This design comes from an exercise in tuning for small area on the open sky130 flow, not from production work.
In this exercise RTL edits were held to simulation tests only and were not proved equivalent to the original.

## main
// game2048Top
module game2048Top (
    input  logic                   Clk,
    input  logic                   Reset,
    input  logic [3:0]             keys,
    input  logic [19:0]            pos,
    input  logic                   bright,
    output logic [7:0]             state,
    output logic [12-1:0] rgb,
    output logic [12-1:0] background
);
Size in the first run: roughly 1100 cells after synthesis, ~100 flip-flops, roughly 59 I/O pins, ~7700 µm² of cells after synthesis.
==> module gameBoard, before the edit <==
module gameBoard (
    input  logic                              Clk,
    input  logic [3:0]                        st,
    input  logic [1:0]                        keyDir,
    output logic [game2048Pkg::BoardBits-1:0] board,
    output logic                              flip,
    output logic                              winFound,
    output logic                              boardFull
);
    localparam int T = 4;
    localparam int N = 4;
    localparam int NC = N * N;
    logic [game2048Pkg::BoardBits-1:0] moved;
    logic [game2048Pkg::BoardBits-1:0] placed;
        logic [NC-1:0] empty;
    logic [NC-1:0] placeFirst;
    logic [NC-1:0] placeLast;
    logic [NC-1:0] place;
    logic pendingNow;
    logic moving;
    assign pendingNow = (st == game2048Pkg::S_WAITP);
    assign moving = (st[3:2] == 2'b01);
    always_comb begin
        winFound = 1'b0;
        for (int n = 0; n < NC; n++) begin
            empty[n] = (board[n*T +: T] == '0);
            winFound = winFound | (board[n*T +: T] == T'(11));
        end
        boardFull = (empty == '0);
    end
    always_comb begin
        logic seenFirst, seenLast;
        seenFirst = 1'b0;
        seenLast = 1'b0;
        for (int n = 0; n < NC; n++) begin
            placeFirst[n] = empty[n] & !seenFirst;
            seenFirst = seenFirst | empty[n];
            placeLast[NC-1-n] = empty[NC-1-n] & !seenLast;
            seenLast = seenLast | empty[NC-1-n];
        end
        place = flip ? placeLast : placeFirst;
    end
    always_comb begin
        placed = board;
        for (int n = 0; n < NC; n++) begin
            placed[n*T] = board[n*T] | (pendingNow & place[n]);
        end
    end
    moveNetwork moveNetwork_i (
        .Clk     (Clk),
        .boardIn (placed),
        .flip    (flip),
        .keyDir  (keyDir),
        .moving  (moving),
        .dir     (st[1:0]),
        .boardOut(moved)
    );
    logic isI;
    logic selH, selV, selP;
    logic [game2048Pkg::BoardBits-1:0] boardNext;
    assign isI = (st == game2048Pkg::S_I);
    assign selH = moving & !st[0];
    assign selV = moving & st[0];
    assign selP = !moving & !isI;
    always_comb begin
        for (int r = 0; r < N; r++) begin
            for (int c = 0; c < N; c++) begin
                boardNext[(r*N+c)*T +: T] =
                      ({T{selH}} & moved[(r*N+c)*T +: T])
                    | ({T{selV}} & moved[(c*N+N-1-r)*T +: T])
                    | ({T{selP}} & placed[(r*N+c)*T +: T]);
            end
        end
        boardNext[0] = boardNext[0] | isI;
    end
    logic [game2048Pkg::BoardBits-1:0] boardN;
    assign board = ~boardN;
    always_ff @(posedge Clk) begin
        boardN <= ~boardNext;
        if (isI) begin
            flip <= 1'b0;
        end
        else if (moving) begin
            flip <= st[1] ^ st[0];
        end
    end
endmodule
==> module gameFsm, before the edit <==
module gameFsm (
    input  logic                   Clk,
    input  logic                   Reset,
    input  logic [3:0]             keys,
    input  logic                   winFound,
    input  logic                   boardFull,
    output logic [3:0]             st,
    output logic [1:0]             keyDir,
    output logic [7:0]             state,
    output logic [12-1:0] background
);
    logic [3:0] nextSt;
    always_comb begin
        if (keys[3])      keyDir = 2'b01;
        else if (keys[2]) keyDir = 2'b11;
        else if (keys[1]) keyDir = 2'b00;
        else              keyDir = 2'b10;
    end
    always_comb begin
        casez (st)
            4'b00?1: begin
                if (winFound)       nextSt = game2048Pkg::S_WIN;
                else if (boardFull) nextSt = game2048Pkg::S_LOSE;
                else if (keys != 4'b0) nextSt = {2'b01, keyDir};
                else                nextSt = game2048Pkg::S_WAIT;
            end
            4'b0000, 4'b01??: nextSt = game2048Pkg::S_WAITP;
            4'b10??: nextSt = {st[3:2], st[1], 1'b1};
            default: nextSt = game2048Pkg::S_I;
        endcase
    end
    always_ff @(posedge Clk or posedge Reset) begin
        if (Reset) begin
            st <= game2048Pkg::S_I;
        end
        else begin
            st <= nextSt;
        end
    end
    always_comb begin
        state = 8'h00;
        casez (st)
            4'b0000: state = 8'h01;
            4'b00?1: state = 8'h02;
            4'b0100: state = 8'h20;
            4'b0101: state = 8'h04;
            4'b0110: state = 8'h10;
            4'b0111: state = 8'h08;
            4'b100?: state = 8'h40;
            4'b101?: state = 8'h80;
            default: state = 8'h00;
        endcase
    end
    always_comb begin
        if (st == game2048Pkg::S_WIN1)       background = 12'h080;
        else if (st == game2048Pkg::S_LOSE1) background = 12'h800;
        else                                 background = 12'hFFF;
    end
endmodule
==> flow/config.mk <==
export PLATFORM = sky130hd
export DESIGN_NAME = game2048Top
export DESIGN_NICKNAME = game2048Top
export VERILOG_FILES = /design/flow/design.v
export SDC_FILE = /design/flow/constraint.sdc
export NUM_CORES = 4
export LEC_CHECK = 0
export ABC_AREA = 1
export CAP_MARGIN = 5
export CORE_MARGIN = 2
export CORE_UTILIZATION = 40
export GPL_TIMING_DRIVEN = 0
export SLEW_MARGIN = 5
==> flow/constraint.sdc <==
create_clock -name core_clock -period 40.0 [get_ports {Clk}]
set_input_delay 8.0000 -clock core_clock [delete_from_list [all_inputs] [get_ports {Clk}]]
set_output_delay 8.0000 -clock core_clock [all_outputs]
set_load 0.01 [all_outputs]
standard.sh (not shown) runs the stock make flow with config.mk's settings and CLKGATE_MAP_FILE= SYNTH_SCRIPT=/design/flow/synth_recipe.tcl, a recipe that flattens the netlist after the stock synthesis.
==> flow/flow/run.sh <==
#!/bin/bash
# Layout flow: the standard layout (standard.sh) with these changes:
#  - synthesis: the technology mapping step (Yosys's abc call in ORFS's synth.tcl) runs the
#    area-only ABC script flow/area.abc instead of ORFS's delay-driven one, adders are left to
#    that step (no ADDER_MAP_FILE), and no buffers are put between output ports that carry
#    the same net (SYNTH_INSBUF=0); every other synthesis step, registers included, is
#    unchanged;
#  - port buffers are sky130_fd_sc_hd__buf_1 (every input and output port still gets one);
#  - clock tree synthesis builds its tree of sky130_fd_sc_hd__clkbuf_8 and inserts no dummy loads.
set -euo pipefail
W=$(pwd)

# ORFS's synth.tcl with the one abc call changed to use flow/area.abc
sed 's|log_cmd abc {\*}$abc_args|log_cmd abc -script '"$W"'/flow/area.abc {*}[lrange $abc_args 2 end]|' \
    "$FLOW_HOME/scripts/synth.tcl" > "$W/area_synth.tcl"
grep -q "flow/area.abc" "$W/area_synth.tcl"

# The standard flow's synthesis script, sourcing that copy
sed 's|source $::env(SCRIPTS_DIR)/synth.tcl|source '"$W"'/area_synth.tcl|' \
    "$W/synth_recipe.tcl" > "$W/area_synth_recipe.tcl"
grep -q "area_synth.tcl" "$W/area_synth_recipe.tcl"

# standard.sh with that synthesis script
sed 's|SYNTH_SCRIPT=[^ ]*|SYNTH_SCRIPT='"$W"'/area_synth_recipe.tcl|' \
    "$W/standard.sh" > "$W/area_standard.sh"
grep -q "area_synth_recipe.tcl" "$W/area_standard.sh"

export BUFFER_PORTS_ARGS="-buffer_cell sky130_fd_sc_hd__buf_1"
export ADDER_MAP_FILE=
export SYNTH_INSBUF=0
export CTS_ARGS="-sink_clustering_enable -repair_clock_nets -dont_use_dummy_load -root_buf sky130_fd_sc_hd__clkbuf_8 -buf_list sky130_fd_sc_hd__clkbuf_8"

bash "$W/area_standard.sh" "$@" > "$W/flow_make.log" 2>&1
==> flow/flow/area.abc <==
strash
dc2
dch -f
amap -m
mfs3 -a
topo
Modified inputs, the feature branch compared to main
==> flow/design.v, changed modules only <==
module gameBoard (
    input  logic                              Clk,
    input  logic [3:0]                        st,
    input  logic [1:0]                        keyDir,
    output logic [game2048Pkg::BoardBits-1:0] board,
    output logic                              flip,
    output logic                              winFound,
    output logic                              boardFull
);
    localparam int T = 4;
    localparam int N = 4;
    localparam int NC = N * N;
    logic [game2048Pkg::BoardBits-1:0] moved;
    logic [game2048Pkg::BoardBits-1:0] placed;
        logic [NC-1:0] empty;
    logic [NC-1:0] placeFirst;
    logic [NC-1:0] placeLast;
    logic [NC-1:0] place;
    logic pendingNow;
    logic moving;
    assign pendingNow = (st == game2048Pkg::S_WAITP);
    assign moving = !st[3] & st[2];
    always_comb begin
        winFound = 1'b0;
        for (int n = 0; n < NC; n++) begin
            empty[n] = (board[n*T +: T] == '0);
            winFound = winFound | (board[n*T +: T] == T'(11));
        end
        boardFull = (empty == '0);
    end
    always_comb begin
        logic seenFirst, seenLast;
        seenFirst = 1'b0;
        seenLast = 1'b0;
        for (int n = 0; n < NC; n++) begin
            placeFirst[n] = empty[n] & !seenFirst;
            seenFirst = seenFirst | empty[n];
            placeLast[NC-1-n] = empty[NC-1-n] & !seenLast;
            seenLast = seenLast | empty[NC-1-n];
        end
        place = flip ? placeLast : placeFirst;
    end
    always_comb begin
        placed = board;
        for (int n = 0; n < NC; n++) begin
            placed[n*T] = board[n*T] | (pendingNow & place[n]);
        end
    end
    moveNetwork moveNetwork_i (
        .Clk     (Clk),
        .boardIn (placed),
        .flip    (flip),
        .keyDir  (keyDir),
        .moving  (moving),
        .dir     (st[1:0]),
        .boardOut(moved)
    );
    logic isI;
    logic selH, selV, selP;
    logic [game2048Pkg::BoardBits-1:0] boardNext;
    assign isI = (st[3:2] == 2'b00) & !st[0];
    assign selH = moving & !st[0];
    assign selV = moving & st[0];
    assign selP = !moving & !isI;
    always_comb begin
        for (int r = 0; r < N; r++) begin
            for (int c = 0; c < N; c++) begin
                boardNext[(r*N+c)*T +: T] =
                      ({T{selH}} & moved[(r*N+c)*T +: T])
                    | ({T{selV}} & moved[(c*N+N-1-r)*T +: T])
                    | ({T{selP}} & placed[(r*N+c)*T +: T]);
            end
        end
        boardNext[0] = boardNext[0] | isI;
    end
    logic [game2048Pkg::BoardBits-1:0] boardN;
    assign board = ~boardN;
    always_ff @(posedge Clk) begin
        boardN <= ~boardNext;
        if (isI) begin
            flip <= 1'b0;
        end
        else if (moving) begin
            flip <= st[1] ^ st[0];
        end
    end
endmodule
module gameFsm (
    input  logic                   Clk,
    input  logic                   Reset,
    input  logic [3:0]             keys,
    input  logic                   winFound,
    input  logic                   boardFull,
    output logic [3:0]             st,
    output logic [1:0]             keyDir,
    output logic [7:0]             state,
    output logic [12-1:0] background
);
    logic [3:0] nextSt;
    always_comb begin
        if (keys[3])      keyDir = 2'b01;
        else if (keys[2]) keyDir = 2'b11;
        else if (keys[1]) keyDir = 2'b00;
        else              keyDir = 2'b10;
    end
    always_comb begin
        casez (st)
            4'b00?1: begin
                if (winFound)       nextSt = game2048Pkg::S_WIN;
                else if (boardFull) nextSt = game2048Pkg::S_LOSE;
                else if (keys != 4'b0) nextSt = {2'b01, keyDir};
                else                nextSt = game2048Pkg::S_WAIT;
            end
            4'b00?0, 4'b01??: nextSt = game2048Pkg::S_WAITP;
            default: nextSt = {2'b10, st[1], 1'b1};
        endcase
    end
    always_ff @(posedge Clk or posedge Reset) begin
        if (Reset) begin
            st <= game2048Pkg::S_I;
        end
        else begin
            st <= nextSt;
        end
    end
    always_comb begin
        state = 8'h00;
        casez (st)
            4'b00?0: state = 8'h01;
            4'b00?1: state = 8'h02;
            4'b0100: state = 8'h20;
            4'b0101: state = 8'h04;
            4'b0110: state = 8'h10;
            4'b0111: state = 8'h08;
            4'b1?0?: state = 8'h40;
            default: state = 8'h80;
        endcase
    end
    always_comb begin
        casez (st)
            4'b1?01: background = 12'h080;
            4'b1?11: background = 12'h800;
            default: background = 12'hFFF;
        endcase
    end
endmodule
==> summary.txt <==
Comparing main and the feature branch, the lower layout overhead on the synthesized area is on main.
Against main, the feature branch comes in 580 ps higher on minimum period implied by the final worst setup slack.
Diff main -> the feature branch | number of global-route vias before repair | up slightly
The combined global-route utilization of all metal layers of the feature branch is higher than that of main.
Between main and the feature branch, the die width does not differ in any meaningful way.
The wire length reported for the feature branch is smaller than that of main by 1.7%.
Relative to main, setup slack has gone down in the feature branch.

[afterwards: timing with drivers on the ports]
The results above use ideal ports. As a check the final layouts listed here were re-extracted and re-timed, cells and wires unchanged.
Step 1: set_driving_cell puts a clkbuf_16 on Clk and a buf_2 on each other input, an assumption about the parent block.
Step 2 also shifts input and output timing later by t, the mid clock arrival at the registers, as if the neighbouring blocks saw the same clock.
Slacks: ideal ports / drivers / drivers and shift; pairs: ideal ports / drivers.
| run | shift t [ns] | slack for setup (ns) | worst setup path after step 2 | worst data-port slew with drivers (ns) | pins driven straight from the clock port |
|---|---|---|---|---|---|
| main | 0.429 | 19.047 / 19.027 / 19.027 | input to output | 0.03 | 1 |
| the feature branch | 0.423 | 18.471 / 18.450 / 18.450 | input to output | 0.03 | 1 |
After both steps setup and hold are still met in every run listed. For the feature branch, which loses most, drivers alone change the setup slack by -0.021 ns; drivers and shift together by -0.021 ns.
